This is an optimization exercise on Yosys and OpenROAD, whose aim is small area and a short achievable clock period, not a production implementation. In this exercise RTL edits were held to simulation tests only and were not proved equivalent to the original. No activity file was given, so power comes from the tool's default toggle rates.

amber:
Design arrmul, start of the top module:
module arrmul (
  input  logic         clk,
  input  logic         reset,
  input  logic [0:127] reg_A,
  input  logic [0:127] reg_B,
  input  logic [0:1]   ctrl_ww,
  input  logic [0:4]   alu_op,
  output logic [0:127] result
);
  logic        mul, w8, w16, sgn, odd, valid;
  logic        sel_e, sel_o, sel_e16, sel_e8, sel_o16, sel_o8, sv, s8, s16;
  logic [31:0] prod [4];
  logic [0:127] nxt;
  assign mul = alu_op[0:2] == 3'b100;   
  assign w8 = ctrl_ww == arrmul_pkg::w8;
  assign w16 = ctrl_ww == arrmul_pkg::w16;
  assign sgn = alu_op[3];
  assign odd = alu_op[4];
  assign sel_e = ~odd;
  assign sel_o = odd;
  assign sel_e16 = ~odd & ctrl_ww[1];
  assign sel_e8 = ~odd & ~ctrl_ww[1];
  assign sel_o16 = odd & ctrl_ww[1];
  assign sel_o8 = odd & ~ctrl_ww[1];
  assign valid = mul & (w8 | w16);
  assign sv = mul & sgn & (w8 | w16);
  assign s8 = mul & sgn & w8;
  assign s16 = mul & sgn & w16;
  for (genvar k = 0; k < 4; k++) begin : g_lane
    mul16_lane u_mul (
      .xa(reg_A[32*k +: 32]), .xb(reg_B[32*k +: 32]),
      .sel_e(sel_e), .sel_o(sel_o), .sel_e16(sel_e16), .sel_e8(sel_e8), .sel_o16(sel_o16), .sel_o8(sel_o8),
      .valid(valid), .sv(sv), .s8(s8), .s16(s16), .p(prod[k])
    );
  end
  assign nxt = {prod[0], prod[1], prod[2], prod[3]};
  always_ff @(posedge clk or negedge reset) begin
    if (!reset) result <= '0;
    else result <= nxt;
  end
endmodule
For scale: about 3400 cells after synthesis, roughly 0.034 sq mm of cells after synthesis.
==> flow/config.mk <==
export PLATFORM = sky130hd
export DESIGN_NAME = arrmul
export DESIGN_NICKNAME = arrmul
export VERILOG_FILES = /design/flow/design.v
export SDC_FILE = /design/flow/constraint.sdc
export NUM_CORES = 4
export LEC_CHECK = 0
export CAP_MARGIN = 20
export CORE_MARGIN = 2
export CORE_UTILIZATION = 40
export SLEW_MARGIN = 20
export SYNTH_HIERARCHICAL = 1
==> flow/constraint.sdc <==
create_clock -name core_clock -period 15.0 [get_ports {clk}]
set_input_delay 3.0000 -clock core_clock [delete_from_list [all_inputs] [get_ports {clk}]]
set_output_delay 3.0000 -clock core_clock [all_outputs]
set_load 0.01 [all_outputs]
standard.sh (not shown) runs the stock make flow with config.mk's settings and CLKGATE_MAP_FILE= SYNTH_SCRIPT=/design/flow/synth_recipe.tcl, a recipe that flattens the netlist after the stock synthesis.
==> flow/flow/run.sh <==
#!/bin/bash
# Standard ORFS layout with extra make settings from flow/make_args.txt (one VAR=value per
# line): the port buffers' cell and timing-repair margins. make's full output goes to make.log.
set -euo pipefail
args=()
while IFS= read -r line; do
  [[ -z "$line" || "$line" == \#* ]] && continue
  args+=("$line")
done < flow/make_args.txt
bash standard.sh "${args[@]}" finish > make.log 2>&1
==> flow/flow/make_args.txt <==
BUFFER_PORTS_ARGS=-buffer_cell sky130_fd_sc_hd__buf_1
SETUP_SLACK_MARGIN=5.8
What juniper does differently from amber at the input level:
==> flow/flow/make_args.txt <==
BUFFER_PORTS_ARGS=-buffer_cell sky130_fd_sc_hd__buf_1
SETUP_SLACK_MARGIN=6
--- a/flow/config.mk
+++ b/flow/config.mk
@@ -8,5 +8,5 @@
 export CAP_MARGIN = 20
 export CORE_MARGIN = 2
-export CORE_UTILIZATION = 40
+export CORE_UTILIZATION = 45
 export SLEW_MARGIN = 20
 export SYNTH_HIERARCHICAL = 1
### Flow results
Comparing amber and juniper, the higher HPWL reported at the end of detailed placement was measured on amber.
juniper vs. amber: width of the chip shrank by 5.6%, setup slack increased by 160 ps relative to the old numbers.
Going from amber to juniper, sequential share of cell area shrinks by 0.18 points.
Shortest period the worst path allows: juniper vs amber down 160 ps
On CTS H-tree depth, amber tracks juniper almost exactly.
Lower share of layout cells above drive strength 1 among amber and juniper: amber
Side by side, via count of the first global-routing pass turned out higher in juniper than in amber.
Setup changes, juniper to ember
==> flow/flow/make_args.txt <==
BUFFER_PORTS_ARGS=-buffer_cell sky130_fd_sc_hd__buf_1
SETUP_SLACK_MARGIN=7
--- a/flow/config.mk
+++ b/flow/config.mk
@@ -8,5 +8,5 @@
 export CAP_MARGIN = 20
 export CORE_MARGIN = 2
-export CORE_UTILIZATION = 45
+export CORE_UTILIZATION = 40
 export SLEW_MARGIN = 20
 export SYNTH_HIERARCHICAL = 1
## What came out
- ember completed every stage of the flow, and the final layout passed the timing, DRC and antenna checks.
- | total via count after detailed routing | higher: ember |
- Compared with juniper, via count of the first global-routing pass in ember increased by a few percent.
- juniper -> ember: routed wire length increased by a little under 10%
- Clock tree buffer count of the final layout (ember over juniper): increase, 1
- ember vs juniper: cell count up by a few percent
- Fill cell instance count of the final layout ends up lower on juniper.
- Taking juniper as the reference, in ember flip-flop and latch power shows no meaningful change, setup slack after placement increased by 1210 ps relative to the old numbers, total number of tap cells went up about 17%.
What yarrow does differently from ember at the input level:
==> flow/flow/make_args.txt <==
BUFFER_PORTS_ARGS=-buffer_cell sky130_fd_sc_hd__buf_1
SETUP_SLACK_MARGIN=6
--- a/flow/config.mk
+++ b/flow/config.mk
@@ -9,4 +9,5 @@
 export CORE_MARGIN = 2
 export CORE_UTILIZATION = 40
+export PLACE_DENSITY = 0.75
 export SLEW_MARGIN = 20
 export SYNTH_HIERARCHICAL = 1
Notes after the runs:
Sequential cell fraction of total power: yarrow higher than ember
In the flow results for yarrow and ember, the maximum clock rate is larger on ember.
ember → yarrow: clock share of power increased by 0.5 points relative to the old numbers; signed area change from the synthesized netlist to the final layout down 10 points; peak supply drop now smaller; total power consumption of the routed design now sits lower.

---

Starting RTL as in the previous note.
Settings: LEC_CHECK=0, CAP_MARGIN=20, CORE_MARGIN=2, CORE_UTILIZATION=60, PLACE_DENSITY=0.72, SLEW_MARGIN=20, SYNTH_HIERARCHICAL=1; clock period 15.0 ns.
==> flow/flow/make_args.txt <==
BUFFER_PORTS_ARGS=-buffer_cell sky130_fd_sc_hd__buf_1
SETUP_SLACK_MARGIN=7
Scripts as last shown in full above: flow/flow/run.sh
The baseline completed with no timing, DRC or antenna violations.
Change:
==> flow/flow/make_args.txt (replaced) <==
BUFFER_PORTS_ARGS=-buffer_cell sky130_fd_sc_hd__buf_1
SETUP_SLACK_MARGIN=5
MATCH_CELL_FOOTPRINT=0
- CORE_UTILIZATION: 60 -> 40
- PLACE_DENSITY: 0.72 -> not set
Outcome: Design area went down by 9.7%; worst setup slack is worse by 0.90 ns; non-clock buffer count decreases by 231; sequential share of layout area came out higher by 0.83 points; routed wire length drops by 16%; hold slack is worse by 0.18 ns.

---

Another version of the RTL of arrmul (not shown whole).
Size: roughly 390 I/O pins, roughly 0.035 mm^2 of cells after synthesis.
clock: 15.0 ns
lec_check: 0
cap_margin: 20
core_margin: 2
core_utilization: 40
slew_margin: 20
synth_hierarchical: 1
==> flow/flow/make_args.txt <==
BUFFER_PORTS_ARGS=-buffer_cell sky130_fd_sc_hd__buf_1
SETUP_SLACK_MARGIN=6
Scripts as last shown in full above: flow/flow/run.sh
Edit:
==> flow/flow/make_args.txt (replaced) <==
BUFFER_PORTS_ARGS=-buffer_cell sky130_fd_sc_hd__buf_1
SETUP_SLACK_MARGIN=5
Outcome:
- The changed run produced a clean layout
- fmax drops by 9.2%
- total power fell by 1.5%
- worst hold slack loses 0.0044 ns
- global-route usage fell by 0.62 points
- clock power stays flat
- final area went down by 1.4%
- first-iteration DRC count goes down by 2.9%
- die area stays the same
- via count fell by 1.3%
- count of clock-buffer cells in the layout is unchanged

---

== TR ==
RTL: one of the versions met above, not the one the previous note started from.
Size: roughly 130 flip-flops, roughly 390 I/O pins, roughly 34000 um^2 of cells after synthesis.
clock: 15.0 ns
lec_check: 0
cap_margin: 20
core_margin: 2
core_utilization: 40
slew_margin: 20
synth_hierarchical: 1
==> flow/flow/make_args.txt <==
BUFFER_PORTS_ARGS=-buffer_cell sky130_fd_sc_hd__buf_1
SETUP_SLACK_MARGIN=6.5
Scripts as last shown in full above: flow/flow/run.sh
[inputs] JK vs TR
==> flow/flow/make_args.txt <==
BUFFER_PORTS_ARGS=-buffer_cell sky130_fd_sc_hd__buf_1
SETUP_SLACK_MARGIN=6.1
Results
Clock transition time at the flip-flop clock pins of the worst setup and hold paths: TR and JK compared, higher one is JK
JK — utilization 3.9 points lower, TR as reference
Data arrival time at the worst-slack endpoint, TR and JK: larger value in JK
Route | JK vs TR | wire shorter in JK
Between TR and JK, the initial antenna violation count is lower for JK.
Compared with TR, in JK fraction of the mapped netlist area in adder cells ~0 delta; fraction of met2 tracks used by global routing -3.3 points; post-route minimum period +0.11 ns.
For TR, the end point of the critical path was result[96], unlike JK, where it was result[64].
JK against TR; total power per unit cell area is up slightly.

---

arrmul again, from the RTL that the note above started with.
export LEC_CHECK = 0
export CAP_MARGIN = 20
export CORE_MARGIN = 2
export CORE_UTILIZATION = 40
export GPL_TIMING_DRIVEN = 0
export SLEW_MARGIN = 20
export SYNTH_HIERARCHICAL = 1
create_clock -name core_clock -period 15.0 [get_ports {clk}]
==> flow/flow/make_args.txt <==
BUFFER_PORTS_ARGS=-buffer_cell sky130_fd_sc_hd__buf_1
SETUP_SLACK_MARGIN=6
Scripts as last shown in full above: flow/flow/run.sh
The first run completed without violations.
==> next run, changes <==
--- a/flow/config.mk
+++ b/flow/config.mk
@@ -6,8 +6,7 @@
 export NUM_CORES = 4
 export LEC_CHECK = 0
-export CAP_MARGIN = 20
+export CAP_MARGIN = 10
 export CORE_MARGIN = 2
 export CORE_UTILIZATION = 40
-export GPL_TIMING_DRIVEN = 0
-export SLEW_MARGIN = 20
+export SLEW_MARGIN = 10
 export SYNTH_HIERARCHICAL = 1
Effect: Total power came out lower by 7.1%; design area came out lower by 7.6%; setup slack improved by 0.22 ns; clock power came out lower by 8.0%; wire length came out lower by 2.8%; sequential power came out higher by about 1%; worst hold slack improved by 0.099 ns.
==> next run, changes <==
==> flow/flow/make_args.txt (replaced) <==
BUFFER_PORTS_ARGS=-buffer_cell sky130_fd_sc_hd__buf_1
SETUP_SLACK_MARGIN=6
RECOVER_POWER=50
--- a/flow/config.mk
+++ b/flow/config.mk
@@ -6,7 +6,7 @@
 export NUM_CORES = 4
 export LEC_CHECK = 0
-export CAP_MARGIN = 10
+export CAP_MARGIN = 20
 export CORE_MARGIN = 2
 export CORE_UTILIZATION = 40
-export SLEW_MARGIN = 10
+export SLEW_MARGIN = 20
 export SYNTH_HIERARCHICAL = 1
With this change the flow completed, yet does not pass: capacitance limit, slew limit.
Clock-buffer cell count increases by 1.
Final cell count is about the same.
Design area increases by 0.36%.
Routed wire length stays flat.
Combinational power hardly moves.
Setup slack gets better by 0.059 ns.
Area after synthesis is unchanged.
Die area stays the same.
Hold slack gets better by 0.56 ns.

afterwards: timing with drivers on the ports:
How much do the figures lean on ideal ports? The routed layouts below were timed once more, with nothing changed but the port constraints.
Step 1 sets driving cells, clkbuf_16 on the clock port and buf_2 on the other inputs (assumed; they add their load-dependent delay and slew).
Step 2 adds t to the input delays and takes it off the output delays; t is the mean of the earliest and latest rising clock arrival at the registers after step 1. Input paths then give back, and output paths get back, about the clock's delay inside the block.
a / b / c = ideal ports / drivers / drivers and shift; a / b = the first two.
| run | t, ns | slack for setup (ns) | worst setup path after step 2 | worst slew at a driven data input, ns |
|---|---|---|---|---|
| amber | 0.579 | 5.973 / 5.982 / 5.403 | input to register | 0.06 |
| juniper | 0.562 | 6.136 / 5.985 / 5.423 | input to register | 0.23 |
| ember | 0.564 | 6.485 / 6.331 / 5.768 | input to register | 0.22 |
| yarrow | 0.569 | 6.077 / 6.074 / 5.505 | input to register | 0.10 |
| the first run of note 2 | 0.552 | 6.106 / 5.988 / 5.436 | input to register | 0.18 |
| the second run of note 2 | 0.578 | 5.208 / 5.156 / 4.578 | input to register | 0.17 |
| the first run of note 3 | 0.558 | 6.151 / 6.037 / 5.479 | input to register | 0.23 |
| the second run of note 3 | 0.565 | 5.255 / 5.294 / 4.729 | input to register | 0.25 |
| TR | 0.564 | 6.393 / 6.191 / 5.628 | input to register | 0.26 |
| JK | 0.571 | 6.280 / 6.139 / 5.568 | input to register | 0.22 |
| the first run of note 5 | 0.573 | 5.861 / 5.871 / 5.298 | input to register | 0.10 |
| the second run of note 5 | 0.573 | 6.076 / 6.124 / 5.551 | input to register | 0.08 |
| the third run of note 5 | 0.571 | 6.135 / 6.182 / 5.612 | input to register | 0.08 |
For TR, which loses most, drivers alone change the setup slack by -0.202 ns; drivers and shift together by -0.765 ns.
